Context: an optimization exercise on an open-source flow, tuned for small area, a short achievable clock period and few clock cycles per item. The choices shown serve that exercise and are no tape-out recipe.
Where RTL was checked, it was by simulation tests only, not by an equivalence proof against the original.
No functional check of the RTL was part of runs 1 and 2.

===== flow/flow/run.sh =====
#!/bin/bash
set -euo pipefail
export BUFFER_PORTS_ARGS="-buffer_cell sky130_fd_sc_hd__buf_1"
export CTS_ARGS="-sink_clustering_enable -repair_clock_nets -dont_use_dummy_load -buf_list sky130_fd_sc_hd__clkbuf_8"
bash standard.sh > standard_flow.log 2>&1

===== flow/standard.sh =====
#!/bin/bash
# synth_recipe.tcl (not shown) runs the flow's synth.tcl, then flattens the netlist and writes it again
# the make line also repeats each setting of config.mk as NAME=value (left out here)
make -C /OpenROAD-flow-scripts/flow DESIGN_CONFIG=/design/flow/config.mk WORK_HOME=/design/flow/orfs CLKGATE_MAP_FILE= SYNTH_SCRIPT=/design/flow/synth_recipe.tcl "${@:-finish}"

===== flow/config.mk =====
export PLATFORM = sky130hd
export DESIGN_NAME = masked_sbox_pipe
export DESIGN_NICKNAME = masked_sbox_pipe
export VERILOG_FILES = /design/flow/design.v
export SDC_FILE = /design/flow/constraint.sdc
export NUM_CORES = 4
export LEC_CHECK = 0
export ABC_CLOCK_PERIOD_IN_PS = 27000
export CAP_MARGIN = 20
export CORE_MARGIN = 2
export CORE_UTILIZATION = 40
export SLEW_MARGIN = 20
export SYNTH_HIERARCHICAL = 1

===== flow/constraint.sdc =====
create_clock -name core_clock -period 27.0 [get_ports {clk}]
set_input_delay 5.4000 -clock core_clock [delete_from_list [all_inputs] [get_ports {clk}]]
set_output_delay 5.4000 -clock core_clock [all_outputs]
set_load 0.01 [all_outputs]

===== flow/design.v =====
module masked_sbox_pipe (
  input  logic        clk,
  input  logic        rst,
  input  logic        in_valid,
  output logic        in_ready,
  input  logic        in_encrypt,
  input  logic [31:0] in_a,
  input  logic [31:0] in_m,
  input  logic [31:0] in_n,
  input  logic        flush,
  output logic        out_valid,
  input  logic        out_ready,
  output logic [31:0] out_q,
  output logic [31:0] out_n,
  output logic        mask_err
);
  logic        v, err, e_q, ld, zero;
  logic [31:0] t_d, t_q, n_q;
  logic [3:0] ld_l;
  assign ld = ld_l[0];
  rdy_gate u_rdy (.v(v), .r(out_ready), .f(flush), .y(in_ready));
  always_comb begin
    zero = 1'b0;
    for (int i = 0; i < 4; i++)
      zero = zero | (in_m[8*i +: 8] == 8'h00) | (in_n[8*i +: 8] == 8'h00);
  end
  for (genvar i = 0; i < 4; i++) begin : g_lane
    ld_gate  u_ld  (.v(v), .r(out_ready), .y(ld_l[i]));
    sbox_in  u_in  (.a(in_a[8*i +: 8]), .m(in_m[8*i +: 8]), .e(in_encrypt), .t(t_d[8*i +: 8]));
    sbox_out u_out (.tq(t_q[8*i +: 8]), .eq(e_q), .n(n_q[8*i +: 8]), .y(out_q[8*i +: 8]));
  end
  assign out_valid = v;
  assign out_n     = n_q;
  assign mask_err  = err;
  always_ff @(posedge clk or posedge rst) begin
    if (rst) begin
      v   <= 1'b0;
      err <= 1'b0;
    end else if (flush) begin
      v   <= 1'b0;
      err <= 1'b0;
    end else begin
      if (ld) v <= in_valid;
      if (in_valid & ld & zero) err <= 1'b1;
    end
  end
  always_ff @(posedge clk) begin
    if (ld) e_q <= in_encrypt;
  end
  for (genvar i = 0; i < 4; i++) begin : g_reg
    always_ff @(posedge clk) begin
      if (ld_l[i]) begin
        t_q[8*i +: 8] <= t_d[8*i +: 8];
        n_q[8*i +: 8] <= in_n[8*i +: 8];
      end
    end
  end
endmodule
module ld_gate (input logic v, input logic r, output logic y);
  assign y = ~v | r;
endmodule
module rdy_gate (input logic v, input logic r, input logic f, output logic y);
  assign y = (~v | r) & ~f;
endmodule
module sbox_in (
  input  logic [7:0] a,
  input  logic [7:0] m,
  input  logic e,
  output logic [7:0] t
);
  logic s1, s2, s3, s4, s5, s6, s7, s8, s9, s10, s11, s12, s13, s14, s15, s16, s17, s18, s19, s20, s21, s22, s23, s24, s25, s26, s27;
  c_xnor g0 (.a(a[0]), .b(m[0]), .y(s1));
  c_xor g1 (.a(a[1]), .b(m[1]), .y(s2));
  c_xor g2 (.a(a[2]), .b(m[2]), .y(s3));
  c_xor g3 (.a(a[3]), .b(m[3]), .y(s4));
  c_xor g4 (.a(a[4]), .b(m[4]), .y(s5));
  c_xor g5 (.a(a[5]), .b(m[5]), .y(s6));
  c_xor g6 (.a(a[6]), .b(m[6]), .y(s7));
  c_xor g7 (.a(a[7]), .b(m[7]), .y(s8));
  c_xor g8 (.a(s5), .b(s7), .y(s9));
  c_xnor g9 (.a(s5), .b(s8), .y(s10));
  c_xnor g10 (.a(s7), .b(s10), .y(s11));
  c_xnor g11 (.a(s1), .b(s2), .y(s12));
  c_xor g12 (.a(s9), .b(s12), .y(s13));
  c_xnor g13 (.a(s6), .b(s13), .y(s14));
  c_xor g14 (.a(s5), .b(s14), .y(s15));
  c_xor g15 (.a(s2), .b(s14), .y(s16));
  c_xnor g16 (.a(s10), .b(s16), .y(s17));
  c_xor g17 (.a(s2), .b(s15), .y(s18));
  c_xor g18 (.a(s4), .b(s12), .y(s19));
  c_xor g19 (.a(s10), .b(s19), .y(s20));
  c_xor g20 (.a(s7), .b(s19), .y(s21));
  c_xnor g21 (.a(s3), .b(s21), .y(s22));
  c_xor g22 (.a(s3), .b(s8), .y(s23));
  c_xor g23 (.a(s15), .b(s23), .y(s24));
  c_xor g24 (.a(s6), .b(s23), .y(s25));
  c_xor g25 (.a(s13), .b(s21), .y(s26));
  c_xnor g26 (.a(s1), .b(s26), .y(s27));
  c_muxi g27 (.s(e), .a(s15), .b(s9), .y(t[0]));
  c_muxi g28 (.s(e), .a(s17), .b(s21), .y(t[1]));
  c_muxi g29 (.s(e), .a(s24), .b(s10), .y(t[2]));
  c_muxi g30 (.s(e), .a(s16), .b(s13), .y(t[3]));
  c_muxi g31 (.s(e), .a(s18), .b(s27), .y(t[4]));
  c_muxi g32 (.s(e), .a(s22), .b(s14), .y(t[5]));
  c_muxi g33 (.s(e), .a(s20), .b(s11), .y(t[6]));
  c_muxi g34 (.s(e), .a(s1), .b(s25), .y(t[7]));
endmodule
module sbox_out (
  input  logic [7:0] tq,
  input  logic eq,
  input  logic [7:0] n,
  output logic [7:0] y
);
  logic s42, s43, s44, s45, s46, s47, s48, s49, s50, s51, s52, s53, s55, s56, s58, s59, s60, s61, s62, s63, s64, s65, s66, s67, s68, s69, s70, s71, s72, s74, s76, s77, s78, s79, s81, s169, s170, s171, s172, s173, s83, s84, s85, s86, s87, s88, s89, s90, s91, s92, s93, s94, s95, s96, s97, s98, s99, s100, s101, s102, s103, s104, s105, s106, s107, s108, s109, s110, s111, s112, s113, s114, s115, s116, s117, s118, s119, s120, s121, s122, s123, s124, s125, s126, s127, s128, s129, s130, s131, s132, s133, s134, s135, s136, s137, s138, s139, s140, s141, s142, s143, s144, s145, s146, s147, s148, s150, s153, s155, s157, s159, s162, s165, s167;
  logic [3:0] iv0;
  gf16inv h0 (.a({s173, s81, s171, s79}), .y(iv0));
  assign s83 = iv0[0];
  assign s84 = iv0[1];
  assign s85 = iv0[2];
  assign s86 = iv0[3];
  c_xor g0 (.a(tq[4]), .b(tq[0]), .y(s42));
  c_xor g1 (.a(tq[5]), .b(tq[1]), .y(s43));
  c_xor g2 (.a(tq[6]), .b(tq[2]), .y(s44));
  c_xor g3 (.a(tq[7]), .b(tq[3]), .y(s45));
  c_xor g4 (.a(tq[6]), .b(tq[4]), .y(s46));
  c_xor g5 (.a(tq[7]), .b(tq[5]), .y(s47));
  c_xor g6 (.a(tq[2]), .b(tq[0]), .y(s48));
  c_xor g7 (.a(tq[3]), .b(tq[1]), .y(s49));
  c_xor g8 (.a(s47), .b(s46), .y(s50));
  c_xor g9 (.a(s49), .b(s48), .y(s51));
  c_nand g10 (.a(s50), .b(s51), .y(s52));
  c_nand g11 (.a(s46), .b(s48), .y(s53));
  c_nand g12 (.a(s47), .b(s49), .y(s55));
  c_xor g13 (.a(s55), .b(s52), .y(s56));
  c_xor g14 (.a(tq[7]), .b(tq[6]), .y(s58));
  c_xor g15 (.a(tq[3]), .b(tq[2]), .y(s59));
  c_nand g16 (.a(s58), .b(s59), .y(s60));
  c_nand g17 (.a(tq[6]), .b(tq[2]), .y(s61));
  c_xor g18 (.a(s61), .b(s60), .y(s62));
  c_nand g19 (.a(tq[7]), .b(tq[3]), .y(s63));
  c_xor g20 (.a(s63), .b(s60), .y(s64));
  c_xor g21 (.a(tq[5]), .b(tq[4]), .y(s65));
  c_xor g22 (.a(tq[1]), .b(tq[0]), .y(s66));
  c_nand g23 (.a(s65), .b(s66), .y(s67));
  c_nand g24 (.a(tq[4]), .b(tq[0]), .y(s68));
  c_xor g25 (.a(s68), .b(s67), .y(s69));
  c_nand g26 (.a(tq[5]), .b(tq[1]), .y(s70));
  c_xor g27 (.a(s70), .b(s67), .y(s71));
  c_xor g28 (.a(s69), .b(s56), .y(s72));
  c_xor g29 (.a(s62), .b(s56), .y(s74));
  c_xor g30 (.a(s42), .b(s43), .y(s76));
  c_xor g31 (.a(s43), .b(s45), .y(s77));
  c_xor g32 (.a(s42), .b(s44), .y(s78));
  c_xor g33 (.a(s72), .b(s76), .y(s79));
  c_xor g34 (.a(s74), .b(s77), .y(s81));
  c_xor g35 (.a(s53), .b(s55), .y(s169));
  c_xor g36 (.a(s169), .b(s71), .y(s170));
  c_xor g37 (.a(s170), .b(s43), .y(s171));
  c_xor g38 (.a(s169), .b(s64), .y(s172));
  c_xor g39 (.a(s172), .b(s78), .y(s173));
  c_xor g44 (.a(s85), .b(s83), .y(s87));
  c_xor g45 (.a(s86), .b(s84), .y(s88));
  c_xor g46 (.a(s88), .b(s87), .y(s89));
  c_nand g47 (.a(s89), .b(s51), .y(s90));
  c_nand g48 (.a(s87), .b(s48), .y(s91));
  c_xor g49 (.a(s91), .b(s90), .y(s92));
  c_nand g50 (.a(s88), .b(s49), .y(s93));
  c_xor g51 (.a(s93), .b(s90), .y(s94));
  c_xor g52 (.a(s92), .b(s94), .y(s95));
  c_xor g53 (.a(s86), .b(s85), .y(s96));
  c_nand g54 (.a(s96), .b(s59), .y(s97));
  c_nand g55 (.a(s85), .b(tq[2]), .y(s98));
  c_xor g56 (.a(s98), .b(s97), .y(s99));
  c_nand g57 (.a(s86), .b(tq[3]), .y(s100));
  c_xor g58 (.a(s100), .b(s97), .y(s101));
  c_xor g59 (.a(s84), .b(s83), .y(s102));
  c_nand g60 (.a(s102), .b(s66), .y(s103));
  c_nand g61 (.a(s83), .b(tq[0]), .y(s104));
  c_xor g62 (.a(s104), .b(s103), .y(s105));
  c_nand g63 (.a(s84), .b(tq[1]), .y(s106));
  c_xor g64 (.a(s106), .b(s103), .y(s107));
  c_xor g65 (.a(s105), .b(s94), .y(s108));
  c_xor g66 (.a(s107), .b(s95), .y(s109));
  c_xor g67 (.a(s99), .b(s94), .y(s110));
  c_xor g68 (.a(s101), .b(s95), .y(s111));
  c_nand g69 (.a(s89), .b(s50), .y(s112));
  c_nand g70 (.a(s87), .b(s46), .y(s113));
  c_xor g71 (.a(s113), .b(s112), .y(s114));
  c_nand g72 (.a(s88), .b(s47), .y(s115));
  c_xor g73 (.a(s115), .b(s112), .y(s116));
  c_xor g74 (.a(s114), .b(s116), .y(s117));
  c_nand g75 (.a(s96), .b(s58), .y(s118));
  c_nand g76 (.a(s85), .b(tq[6]), .y(s119));
  c_xor g77 (.a(s119), .b(s118), .y(s120));
  c_nand g78 (.a(s86), .b(tq[7]), .y(s121));
  c_xor g79 (.a(s121), .b(s118), .y(s122));
  c_nand g80 (.a(s102), .b(s65), .y(s123));
  c_nand g81 (.a(s83), .b(tq[4]), .y(s124));
  c_xor g82 (.a(s124), .b(s123), .y(s125));
  c_nand g83 (.a(s84), .b(tq[5]), .y(s126));
  c_xor g84 (.a(s126), .b(s123), .y(s127));
  c_xor g85 (.a(s125), .b(s116), .y(s128));
  c_xor g86 (.a(s127), .b(s117), .y(s129));
  c_xor g87 (.a(s120), .b(s116), .y(s130));
  c_xor g88 (.a(s122), .b(s117), .y(s131));
  c_xnor g89 (.a(s131), .b(s109), .y(s132));
  c_xnor g90 (.a(s130), .b(s110), .y(s133));
  c_xnor g91 (.a(s128), .b(s133), .y(s134));
  c_xor g92 (.a(s128), .b(s110), .y(s135));
  c_xor g93 (.a(s128), .b(s108), .y(s136));
  c_xnor g94 (.a(s129), .b(s136), .y(s137));
  c_xnor g95 (.a(s130), .b(s137), .y(s138));
  c_xor g96 (.a(s131), .b(s108), .y(s139));
  c_xnor g97 (.a(s129), .b(s139), .y(s140));
  c_xnor g98 (.a(s128), .b(s137), .y(s141));
  c_xor g99 (.a(s111), .b(s135), .y(s142));
  c_xnor g100 (.a(s132), .b(s142), .y(s143));
  c_xnor g101 (.a(s140), .b(s142), .y(s144));
  c_xor g102 (.a(s130), .b(s143), .y(s145));
  c_xor g103 (.a(s108), .b(s134), .y(s146));
  c_xnor g104 (.a(s140), .b(s146), .y(s147));
  c_xnor g105 (.a(s132), .b(s146), .y(s148));
  c_muxi g106 (.s(eq), .a(s140), .b(s111), .y(s150));
  c_xnor g107 (.a(s150), .b(n[0]), .y(y[0]));
  c_muxi g108 (.s(eq), .a(s137), .b(s136), .y(s153));
  c_xnor g109 (.a(s153), .b(n[1]), .y(y[1]));
  c_muxi g110 (.s(eq), .a(s143), .b(s138), .y(s155));
  c_xnor g111 (.a(s155), .b(n[2]), .y(y[2]));
  c_muxi g112 (.s(eq), .a(s147), .b(s144), .y(s157));
  c_xnor g113 (.a(s157), .b(n[3]), .y(y[3]));
  c_muxi g114 (.s(eq), .a(s134), .b(s139), .y(s159));
  c_xnor g115 (.a(s159), .b(n[4]), .y(y[4]));
  c_muxi g116 (.s(eq), .a(s132), .b(s145), .y(s162));
  c_xnor g117 (.a(s162), .b(n[5]), .y(y[5]));
  c_muxi g118 (.s(eq), .a(s133), .b(s148), .y(s165));
  c_xnor g119 (.a(s165), .b(n[6]), .y(y[6]));
  c_muxi g120 (.s(eq), .a(s135), .b(s141), .y(s167));
  c_xnor g121 (.a(s167), .b(n[7]), .y(y[7]));
endmodule
module gf16inv (input logic [3:0] a, output logic [3:0] y);
  logic [3:0] r;
  always_comb begin
    case (a)
      4'd0: r = 4'd0;
      4'd1: r = 4'd4;
      4'd2: r = 4'd12;
      4'd3: r = 4'd8;
      4'd4: r = 4'd1;
      4'd5: r = 4'd10;
      4'd6: r = 4'd14;
      4'd7: r = 4'd13;
      4'd8: r = 4'd3;
      4'd9: r = 4'd11;
      4'd10: r = 4'd5;
      4'd11: r = 4'd9;
      4'd12: r = 4'd2;
      4'd13: r = 4'd7;
      4'd14: r = 4'd6;
      4'd15: r = 4'd15;
      default: r = 4'd0;
    endcase
  end
  assign y[0] = r[0];
  assign y[1] = r[1];
  assign y[2] = r[2];
  assign y[3] = r[3];
endmodule
module c_muxi (input logic s, input logic a, input logic b, output logic y);
  assign y = ~(s ? a : b);
endmodule
module c_nand (input logic a, input logic b, output logic y);
  assign y = ~(a & b);
endmodule
module c_xnor (input logic a, input logic b, output logic y);
  assign y = ~(a ^ b);
endmodule
module c_xor (input logic a, input logic b, output logic y);
  assign y = a ^ b;
endmodule

==> results of run 1 <==
## through the flow
| step | utilization [%] | cells | hold slack (ns) | instance area, µm² |
|---|---|---|---|---|
| 2_1_floorplan | - | 783 | 0.560 | 7600 |
| 3_3_place_gp | 45.8 | 1187 | 0.548 | 8540 |
| 3_5_place_dp | 45.8 | 1187 | 0.536 | 8540 |
| 4_1_cts | 46.5 | 1196 | 0.550 | 8660 |
| 5_1_grt | 46.5 | 1196 | 0.607 | 8660 |
| 6_report | 46.5 | 1196 | 0.545 | 8660 |
## cell type report
cell class | count | area [µm²] | share of cell area, %
multi-input cells | 693 | 5510 | 63.6
repair buffers | 170 | 647 | 7.47
clock buffers | 9 | 124 | 1.43
well taps | 234 | 293 | 3.38
inverters | 23 | 86.3 | 0.997
flip-flops and latches | 67 | 2000 | 23.1
## registers in the layout, indices dropped and copies added (netlist names)
signal / count
e_q: 1
err: 1
v: 1
t_q: 32
n_q: 32
## modules after synthesis (local to each module, per instance), a selection
| module | flops+latches | copies in the design |
|---|---|---|
| masked_sbox_pipe | 67 | 1 |
| c_xnor | 0 | 108 |
| rdy_gate | 0 | 1 |
| gf16inv | 0 | 4 |
| c_muxi | 0 | 64 |
| c_nand | 0 | 108 |
## cells by family after synthesis
group	Yosys count
fa+ha+maj	8
compound gates	20
simple gates	157
buf+inv	23
mux	68
xor+xnor	440
flops	67
## worst register-to-register path, delay by kind of cell, from the launching register on
kind,cells,cell delay (ns)
AND/OR/NAND/NOR,3,1.05
flip-flops,1,0.46
AO/OA/AOI/OAI,2,0.14
## metal layers
metal / up-vias / wire, µm / global-route usage (%)
met1: 2552 / 8010 / 22.0
met4: 0 / 187 / 4.37
met5: - / 0 / 0
li1: 2922 / - / -
met3: 13 / 828 / 2.46
met2: 164 / 7860 / 28.9
## Yosys cell counts (all sizes together)
master  count  share of area (%)
nor4       16                1.3
o21ai       2               0.13
xor2      332                 38
mux2i      64                8.4
nand2b     13                1.1
inv        23                1.1
nand2     117                5.8
a22o        4               0.53
o22ai       4               0.33
nand4       2               0.16
xnor2     108                 12
nand3b      4               0.40
a21oi       6               0.44
edfxtp     65                 26
ha          8                1.3
nor2        5               0.25
dfrtp       2               0.66
mux4        4                1.2
o221ai      4               0.46
## path summary, 6_finish.rpt
kind                                    to  slack (ns)  cells after the start
min reg2reg                err$_DFFE_PP0P_        0.54                      2
min                        err$_DFFE_PP0P_        0.54                      2
min in group asynchronous  err$_DFFE_PP0P_        4.90                      2
max in group asynchronous    v$_DFFE_PP0P_       21.99                      2
max                              out_q[13]       15.41                     22
max reg2reg                err$_DFFE_PP0P_       25.28                      5
==> flow_summary.yaml, run 1 <==
worst_setup_path:
  worstSetupStartpoint: "t_q[9]$_DFFE_PP_"
  path_class: "reg2out"
  path_max_fanout: 6
  start_kind: "register"
  cpPeakStageDelay_ns: 0.50
  path_cells: "xor2_1 > xor2_1 > nand2_1 > xor2_1 > xor2_1 > xor2_1 > inv_1 > ha_1 > nand2b_1 > o221ai_1 > xor2_1 > xor2_1 > nand2_1 > xor2_1 > xor2_1 > xor2_1 > xor2_1 > xnor2_1 > xor2_1 > mux2i_1 > xnor2_1 > buf_1"
  r2r_start: "v$_DFFE_PP0P_"
  worstPathRequired_ns: 21.60
  endpoint_kind: "primary output"
  critPathTopFamily: "XOR/XNOR gates"
  critPathArrivalTime_ns: 6.19
  cpMostUsedCell: "xor2_1"
  worst-path-buf-inv: 2
  slowest_stage: "edfxtp_1"
floorplanning:
  die_h_um: 142
  dieArea_mm2: 0.0201
  start_util_pct: 40.8
  io_pins: 169
  core_mm2: 0.0186
  rows: 50
  die_w_um: 142
timing:
  layout_setup_ws_ns: 15.41
  slew_viol_final: 0
  maxSlewHeadroom_pct: 32.4
  fin_setup_tns_ns: 0
  rsz0062_at_grt: "false"
  setup_viol: 0
  final-hold-violation-count: 0
  worstMarginPinSlew_ns: 1.01
  min_period_ns: 11.59
  fin_crit_sh_pct: 42.9
  finalClockSkew_ns: 0.0115
  fmax_mhz: 86.3
layout:
  final_common_cell: "xor2_1"
  mostFrequentLayoutCells: "xor2_1 (332), buf_1 (167), nand2_1 (117), xnor2_1 (108), edfxtp_1 (65)"
  drive_above_1_share_pct: 2.60
  area_growth_pct: 14.0
  final_nets: 1074
  diodes: 0
  fillers: 1843
clock_network:
  numCtsBuffers: 9
  cts_max_level: 3
  post-cts-setup-buffer-count: 0
  clk-insertion-delay-late_ns: 0.35
  clockBufferDepth: 2
  cts_hold_buffers: 0
  clk_pin_slew_ns: 0.07
  clock-root-buffer: "clkbuf_8"
  cts_sinks: 67
  cts_resized: 0
  cts_tree: "yes"
synthesis:
  synth_adder_area_share_pct: 1.32
  synth_cell_types: 22
  synth_xor_area_share_pct: 50.7
  syn_area_mm2: 0.00760
  synth_compound_area_share_pct: 1.89
  synth_top_family_by_area: "XOR/XNOR gates"
  yosys.area_share.simple_pct: 8.97
  seq_area_frac_synth_pct: 26.3
  avgSynthCellArea_um2: 9.70
  ys_ff_latch: 67
  synth_cells: 783
  ys_warn_count: 8
  synth_nets: 893
  synth_mux_area_share_pct: 9.62
routing:
  ant_nets: 0
  drt-vias-per-instance: 4.72
  dr_total_vias: 5651
  avgRoutedWirePerCell_um: 14.1
  drc_errors: 0
  drt_iter0_markers: 192
  first_pass_iters: 4
  wirelength_mm: 16.9
global_routing:
  antenna_found_initial: 0
  overflow: 0
  grt_pass1_wl_mm: 26.5
  grt_usage_pct: 16.7
  grt_start_max_net_pins: 34
  grt_pass1_vias: 5576
placed_design:
  pre_cts_ws_ns: 15.70
  port_buffers: 168
  place_congestion: 0.837
  dpl.hpwl_mm: 14.2
run_status:
  status: "timing/DRC/antenna clean"
run:
  cap_violations: 0
hold_path:
  min-delay-start: "err$_DFFE_PP0P_"
  hp-class: "reg2reg"
==> run 2, diff against run 1 <==
==> flow/flow/run.sh (replaced) <==
#!/bin/bash
set -euo pipefail
export BUFFER_PORTS_ARGS="-buffer_cell sky130_fd_sc_hd__buf_1"
export CTS_ARGS="-repair_clock_nets -dont_use_dummy_load -buf_list sky130_fd_sc_hd__clkbuf_8"
bash standard.sh > standard_flow.log 2>&1
==> run 2 against run 1 <==
Critical endpoint unchanged. Still clean on timing, DRC and antenna. Sequential share of layout area stayed put. First-iteration DRC count stayed put. Critical path type unchanged. Non-clock buffer count stayed put. Synthesized cell count stayed put. Highest routed layer unchanged.
==> flow_summary.yaml, run 2 <==
placed_design:
  postPlaceCellArea_mm2: 0.00854
  port_buffers: 168
  placed_cells: 1187
  place_congestion: 0.837
  dpl.hpwl_mm: 14.2
  pre_cts_ws_ns: 15.70
timing:
  maxSlewHeadroom_pct: 32.4
  fin_hold_ws_ns: 0.545
  layout_setup_ws_ns: 15.41
  rsz0062_at_grt: "false"
  fin_setup_tns_ns: 0
  fmax_mhz: 86.3
  final-hold-violation-count: 0
  fin_crit_sh_pct: 42.9
  setup_viol: 0
  worstMarginPinSlew_ns: 1.01
  slew_viol_final: 0
  finalClockSkew_ns: 0.0115
  min_period_ns: 11.59
synthesis:
  yosysTopAreaCell: "xor2_1"
  async_flop_share_pct: 2.99
  synth.most_common_cell: "xor2_1"
  syn_area_mm2: 0.00760
  synth_nets: 893
  synth_edf_count: 65
  avgSynthCellArea_um2: 9.70
  ys_warn_count: 8
  seq_area_frac_synth_pct: 26.3
  synth_area_leaders: "xor2_1 (38%), edfxtp_1 (26%), xnor2_1 (12%)"
  ys_ff_latch: 67
  synthFlopType: "edfxtp_1"
  synthTopCellsByCount: "xor2_1 (332), nand2_1 (117), xnor2_1 (108)"
  synth_cells: 783
  synth_top_area_share_pct: 38.3
  synth_cell_types: 22
worst_setup_path:
  cpPeakStageDelay_ns: 0.50
  worst-path-buf-inv: 2
  start_kind: "register"
  path_max_fanout: 6
  worstPathRequired_ns: 21.60
  cpMostUsedCell: "xor2_1"
  rr_worst_depth: 5
  critPathTopFamily: "XOR/XNOR gates"
  critPathArrivalTime_ns: 6.19
  path_cells: "xor2_1 > xor2_1 > nand2_1 > xor2_1 > xor2_1 > xor2_1 > inv_1 > ha_1 > nand2b_1 > o221ai_1 > xor2_1 > xor2_1 > nand2_1 > xor2_1 > xor2_1 > xor2_1 > xor2_1 > xnor2_1 > xor2_1 > mux2i_1 > xnor2_1 > buf_1"
  path_depth: 22
  path_class: "reg2out"
  slowest_stage: "edfxtp_1"
  endpoint_kind: "primary output"
clock_network:
  cts_max_level: 3
  cts_tree: "yes"
  post-cts-setup-buffer-count: 0
  clock-root-buffer: "clkbuf_8"
  cts_hold_buffers: 0
  cts_sinks: 67
  clk_pin_slew_ns: 0.07
  cts_resized: 0
  clockBufferDepth: 2
  clk-insertion-delay-late_ns: 0.35
  numCtsBuffers: 9
routing:
  dr_total_vias: 5651
  drt_iter0_markers: 192
  wirelength_mm: 16.9
  ant_nets: 0
  drc_errors: 0
  first_pass_iters: 4
  avgRoutedWirePerCell_um: 14.1
  drt-vias-per-instance: 4.72
global_routing:
  antenna_found_initial: 0
  grt_usage_pct: 16.7
  grt_pass1_wl_mm: 26.5
  grt_pass1_vias: 5576
  grt_start_max_net_pins: 34
  overflow: 0
layout:
  final_cell_count_no_fill: 1196
  diodes: 0
  final_core_util_pct: 46.5
  mostFrequentLayoutCells: "xor2_1 (332), buf_1 (167), nand2_1 (117), xnor2_1 (108), edfxtp_1 (65)"
  top_regs: "n_q: 32 flops, t_q: 32 flops"
  area_growth_pct: 14.0
  drive_above_1_share_pct: 2.60
  final_nets: 1074
  final_common_cell: "xor2_1"
  stdcell_area_mm2: 0.00866
floorplanning:
  core_mm2: 0.0186
  rows: 50
  die_w_um: 142
  start_util_pct: 40.8
  dieArea_mm2: 0.0201
  io_pins: 169
  die_h_um: 142
hold_path:
  holdPathStages: 2
  hp-class: "reg2reg"
run_status:
  status: "timing/DRC/antenna clean"
run:
  cap_violations: 0
==> run 2: final cells by class <==
class                   count  area (µm²)
multi-input cells         693        5510
repair buffers            170         647
well taps                 234         293
flip-flops and latches     67        2000
clock buffers               9         124
fillers                  1843        9980
inverters                  23        86.3
==> run 2: worst reg2reg max path, stage by stage, from the launching register on <==
cell	delay (ns)
dfrtp_1	0.46
nand2b_1	0.74
nand2_1	0.19
nor2_1	0.12
o21ai_1	0.07
o21ai_0	0.07
==> run 2: final timing paths <==
check / slack, ns / start / end
worst max-delay path: 15.41 / t_q[9]$_DFFE_PP_ / out_q[13]
worst min-delay path: 0.54 / err$_DFFE_PP0P_ / err$_DFFE_PP0P_
worst max register to register: 25.28 / v$_DFFE_PP0P_ / err$_DFFE_PP0P_
worst min register to register: 0.54 / err$_DFFE_PP0P_ / err$_DFFE_PP0P_
max in group asynchronous: 21.99 / rst / v$_DFFE_PP0P_
min in group asynchronous: 4.90 / rst / err$_DFFE_PP0P_
==> run 2: Yosys stat by module (local to each module, per instance), excerpt <==
module            cell area (µm²)  flops+latches  cells
gf16inv                       120              0     16
ld_gate                      6.26              0      1
masked_sbox_pipe             2180             67    101
c_xnor                       8.76              0      1
c_xor                        8.76              0      1
rdy_gate                     12.5              0      2
==> run 2: kinds of logic after synthesis <==
family | synth area share, %
flip-flops | 26.3
AO/OA/AOI/OAI | 1.89
buffers and inverters | 1.14
adder cells (fa/ha/maj) | 1.32
multiplexers | 9.62
XOR/XNOR | 50.7
AND/OR/NAND/NOR | 8.97
==> run 2: routing by layer <==
metal,wire (µm),GRT usage [%],vias up
met4,187,4.37,0
met1,8010,22.0,2552
li1,-,-,2922
met5,0,0,-
met2,7860,28.9,164
met3,828,2.46,13
==> run 3, diff against run 2 <==
--- a/flow/design.v
+++ b/flow/design.v
@@ -112,12 +112,17 @@
   output logic [7:0] y
 );
   logic s42, s43, s44, s45, s46, s47, s48, s49, s50, s51, s52, s53, s55, s56, s58, s59, s60, s61, s62, s63, s64, s65, s66, s67, s68, s69, s70, s71, s72, s74, s76, s77, s78, s79, s81, s169, s170, s171, s172, s173, s83, s84, s85, s86, s87, s88, s89, s90, s91, s92, s93, s94, s95, s96, s97, s98, s99, s100, s101, s102, s103, s104, s105, s106, s107, s108, s109, s110, s111, s112, s113, s114, s115, s116, s117, s118, s119, s120, s121, s122, s123, s124, s125, s126, s127, s128, s129, s130, s131, s132, s133, s134, s135, s136, s137, s138, s139, s140, s141, s142, s143, s144, s145, s146, s147, s148, s150, s153, s155, s157, s159, s162, s165, s167;
-  logic [3:0] iv0;
+  logic [8:0] iv0;
   gf16inv h0 (.a({s173, s81, s171, s79}), .y(iv0));
-  assign s83 = iv0[0];
-  assign s84 = iv0[1];
-  assign s85 = iv0[2];
-  assign s86 = iv0[3];
+  assign s83 = iv0[3];
+  assign s84 = iv0[4];
+  assign s85 = iv0[6];
+  assign s86 = iv0[8];
+  assign s87 = iv0[7];
+  assign s88 = iv0[0];
+  assign s89 = iv0[2];
+  assign s96 = iv0[1];
+  assign s102 = iv0[5];
   c_xor g0 (.a(tq[4]), .b(tq[0]), .y(s42));
   c_xor g1 (.a(tq[5]), .b(tq[1]), .y(s43));
   c_xor g2 (.a(tq[6]), .b(tq[2]), .y(s44));
@@ -158,22 +163,17 @@
   c_xor g37 (.a(s170), .b(s43), .y(s171));
   c_xor g38 (.a(s169), .b(s64), .y(s172));
   c_xor g39 (.a(s172), .b(s78), .y(s173));
-  c_xor g44 (.a(s85), .b(s83), .y(s87));
-  c_xor g45 (.a(s86), .b(s84), .y(s88));
-  c_xor g46 (.a(s88), .b(s87), .y(s89));
   c_nand g47 (.a(s89), .b(s51), .y(s90));
   c_nand g48 (.a(s87), .b(s48), .y(s91));
   c_xor g49 (.a(s91), .b(s90), .y(s92));
   c_nand g50 (.a(s88), .b(s49), .y(s93));
   c_xor g51 (.a(s93), .b(s90), .y(s94));
   c_xor g52 (.a(s92), .b(s94), .y(s95));
-  c_xor g53 (.a(s86), .b(s85), .y(s96));
   c_nand g54 (.a(s96), .b(s59), .y(s97));
   c_nand g55 (.a(s85), .b(tq[2]), .y(s98));
   c_xor g56 (.a(s98), .b(s97), .y(s99));
   c_nand g57 (.a(s86), .b(tq[3]), .y(s100));
   c_xor g58 (.a(s100), .b(s97), .y(s101));
-  c_xor g59 (.a(s84), .b(s83), .y(s102));
   c_nand g60 (.a(s102), .b(s66), .y(s103));
   c_nand g61 (.a(s83), .b(tq[0]), .y(s104));
   c_xor g62 (.a(s104), .b(s103), .y(s105));
@@ -237,7 +237,7 @@
   c_muxi g120 (.s(eq), .a(s135), .b(s141), .y(s167));
   c_xnor g121 (.a(s167), .b(n[7]), .y(y[7]));
 endmodule
-module gf16inv (input logic [3:0] a, output logic [3:0] y);
+module gf16inv (input logic [3:0] a, output logic [8:0] y);
   logic [3:0] r;
   always_comb begin
     case (a)
@@ -260,10 +260,15 @@
       default: r = 4'd0;
     endcase
   end
-  assign y[0] = r[0];
-  assign y[1] = r[1];
-  assign y[2] = r[2];
-  assign y[3] = r[3];
+  assign y[0] = r[1] ^ r[3];
+  assign y[1] = r[2] ^ r[3];
+  assign y[2] = r[0] ^ r[1] ^ r[2] ^ r[3];
+  assign y[3] = r[0];
+  assign y[4] = r[1];
+  assign y[5] = r[0] ^ r[1];
+  assign y[6] = r[2];
+  assign y[7] = r[0] ^ r[2];
+  assign y[8] = r[3];
 endmodule
 module c_muxi (input logic s, input logic a, input logic b, output logic y);
   assign y = ~(s ? a : b);
==> flow/flow/run.sh (replaced) <==
#!/bin/bash
set -euo pipefail
export BUFFER_PORTS_ARGS="-buffer_cell sky130_fd_sc_hd__buf_1"
export CTS_ARGS="-sink_clustering_enable -repair_clock_nets -dont_use_dummy_load -buf_list sky130_fd_sc_hd__clkbuf_8"
bash standard.sh > standard_flow.log 2>&1
==> run 3 against run 2 <==
Still clean. Worst setup slack better by 0.11 ns. Synthesized area up 2.6%. Design area up 2.7%. Sequential share of layout area shrank 0.61 points.
==> flow_summary.yaml, run 3 <==
layout:
  final_nets: 1077
  diodes: 0
  drive_above_1_share_pct: 4.25
  mostFrequentLayoutCells: "xor2_1 (316), buf_1 (167), nand2_1 (117), xnor2_1 (116), edfxtp_1 (65)"
  top_regs: "n_q: 32 flops, t_q: 32 flops"
  final_cell_count_no_fill: 1230
  area_growth_pct: 14.1
  final_common_cell: "xor2_1"
clock_network:
  clockBufferDepth: 2
  cts_hold_buffers: 0
  clk-insertion-delay-late_ns: 0.37
  cts_sinks: 67
  numCtsBuffers: 9
  cts_resized: 0
  clock-root-buffer: "clkbuf_8"
  clk_pin_slew_ns: 0.07
  post-cts-setup-buffer-count: 0
  cts_tree: "yes"
  cts_max_level: 3
timing:
  maxSlewHeadroom_pct: 33.1
  fmax_mhz: 87.1
  rsz0062_at_grt: "false"
  finalClockSkew_ns: 0.0238
  fin_crit_sh_pct: 42.5
  worstMarginPinSlew_ns: 1.00
  final-hold-violation-count: 0
  slew_viol_final: 0
  setup_viol: 0
  min_period_ns: 11.48
  fin_hold_ws_ns: 0.541
  fin_setup_tns_ns: 0
synthesis:
  synthTopCellsByCount: "xor2_1 (316), nand2_1 (117), xnor2_1 (116)"
  synth_nets: 897
  synth_edf_count: 65
  avgSynthCellArea_um2: 9.91
  synth.most_common_cell: "xor2_1"
  synth_area_leaders: "xor2_1 (35%), edfxtp_1 (25%), xnor2_1 (13%)"
  yosysTopAreaCell: "xor2_1"
  ys_ff_latch: 67
  synthFlopType: "edfxtp_1"
  async_flop_share_pct: 2.99
  seq_area_frac_synth_pct: 25.7
  ys_warn_count: 8
  synth_top_area_share_pct: 35.5
  syn_area_mm2: 0.00780
  synth_cell_types: 22
  synth_cells: 787
global_routing:
  grt_pass1_wl_mm: 26.3
  antenna_found_initial: 0
  overflow: 0
  grt_usage_pct: 16.4
  grt_start_max_net_pins: 34
  grt_pass1_vias: 5537
placed_design:
  placed_cells: 1221
  dpl.hpwl_mm: 14.2
  place_congestion: 0.816
  port_buffers: 168
worst_setup_path:
  worstPathRequired_ns: 21.60
  path_class: "reg2out"
  path_max_fanout: 5
  critPathArrivalTime_ns: 6.08
  start_kind: "register"
  endpoint_kind: "primary output"
floorplanning:
  core_mm2: 0.0193
  rows: 51
  die_h_um: 144
  dieArea_mm2: 0.0206
  die_w_um: 144
  start_util_pct: 40.5
  io_pins: 169
run_status:
  status: "timing/DRC/antenna clean"
routing:
  dr_total_vias: 5705
  first_pass_iters: 4
  wirelength_mm: 16.7
  drc_errors: 0
  ant_nets: 0
  drt-vias-per-instance: 4.64
  drt_iter0_markers: 211
  avgRoutedWirePerCell_um: 13.6
run:
  cap_violations: 0
hold_path:
  hp-class: "reg2reg"
## run 3: logic make-up after synthesis
logic type,after synthesis,share of synthesized area (%)
buffers and inverters,27,1.30
adder cells (fa/ha/maj),8,1.28
flip-flops,67,25.7
multiplexers,72,10.1
AO/OA/AOI/OAI,20,3.00
AND/OR/NAND/NOR,153,8.42
XOR/XNOR,440,50.2
## run 3: metal layers
metal / part of all wire (%) / routed length, µm / vias up / GRT usage, %
li1: - / - / 2924 / -
met1: 45 / 7590 / 2616 / 20.3
met2: 49 / 8150 / 154 / 29.4
met3: 4.7 / 778 / 11 / 2.37
met4: 1.3 / 216 / 0 / 5.11
met5: 0 / 0 / - / 0
## run 3: stage by stage
stage / worst slack (ns) / util [%] / cell area, µm²
final: 15.52 / 46.2 / 8900
after global placement: 15.69 / 45.5 / 8770
after global routing: 14.96 / 46.2 / 8900
after floorplan: 16.02 / - / 7800
after detailed placement: 15.68 / 45.5 / 8770
after CTS: 15.43 / 46.1 / 8890
## run 3: Yosys stat by module (local to each module, per instance), excerpt
| module | flip-flops and latches | times used | cells |
|---|---|---|---|
| masked_sbox_pipe | 67 | 1 | 101 |
| gf16inv | 0 | 4 | 22 |
| rdy_gate | 0 | 1 | 2 |
| c_muxi | 0 | 64 | 1 |
| c_xnor | 0 | 108 | 1 |
| c_xor | 0 | 312 | 1 |
| ld_gate | 0 | 4 | 1 |
| c_nand | 0 | 108 | 1 |
## run 3: worst paths after layout
| check | startpoint | end | slack, ns | depth (start not counted) |
|---|---|---|---|---|
| setup / recovery | t_q[17]$_DFFE_PP_ | out_q[21] | 15.52 | 22 |
| hold / removal | err$_DFFE_PP0P_ | err$_DFFE_PP0P_ | 0.54 | 2 |
| setup reg to reg | v$_DFFE_PP0P_ | t_q[16]$_DFFE_PP_ | 25.47 | 1 |
| hold reg to reg | err$_DFFE_PP0P_ | err$_DFFE_PP0P_ | 0.54 | 2 |
| max in group asynchronous | rst | err$_DFFE_PP0P_ | 22.00 | 2 |
| min in group asynchronous | rst | v$_DFFE_PP0P_ | 4.89 | 2 |
## run 3: critical path, stage by stage (launching register included)
cell and delay, ns:
edfxtp_1 0.49, xor2_1 0.32, xor2_1 0.21, nand2_1 0.09, xor2_1 0.27, xor2_1 0.20, xor2_1 0.37, inv_1 0.10
ha_1 0.34, nor3b_1 0.17, a221oi_4 0.32, xor2_2 0.24, xor2_1 0.21, nand2_1 0.12, xor2_1 0.37, xor2_1 0.47
xor2_1 0.28, xor2_1 0.27, xnor2_1 0.14, xor2_1 0.18, mux2i_1 0.24, xnor2_1 0.16, buf_1 0.17
## run 3: cell type report
| type | count | area [µm²] |
|---|---|---|
| fill | 1931 | 10400 |
| multi-input combinational | 693 | 5700 |
| timing repair buffer | 169 | 639 |
| inverter | 27 | 101 |
| sequential | 67 | 2000 |
| clock buffer | 9 | 124 |
| tap | 265 | 332 |
Testbench counts of run 3, summed over its fixed seeds: cycles 4,104, items 4,096.

static timing again, ports no longer ideal:
In the flow no input, the clock included, has a driving cell. The finished layouts below were timed again as built, in two steps.
Step 1 (the two cells are an assumption about what drives the block):
set clk [get_ports {clk}]
set_driving_cell -lib_cell sky130_fd_sc_hd__clkbuf_16 $clk
set_driving_cell -lib_cell sky130_fd_sc_hd__buf_2 [delete_from_list [all_inputs] $clk]
Step 2, shift: input delay + t, output delay - t, t = (earliest + latest rising clock arrival at the registers) / 2. This alone moves slack from input paths to output paths.
a / b / c = ideal / step 1 / step 2; a / b = the first two.
run	t, ns	setup slack, ns	clock arrival spread, ns
run 1	0.385	15.408 / 15.372 / 15.676	0.017 / 0.018
run 2	0.385	15.408 / 15.372 / 15.676	0.017 / 0.018
run 3	0.392	15.515 / 15.480 / 15.672	0.025 / 0.025
After both steps setup and hold are still met in every run listed.
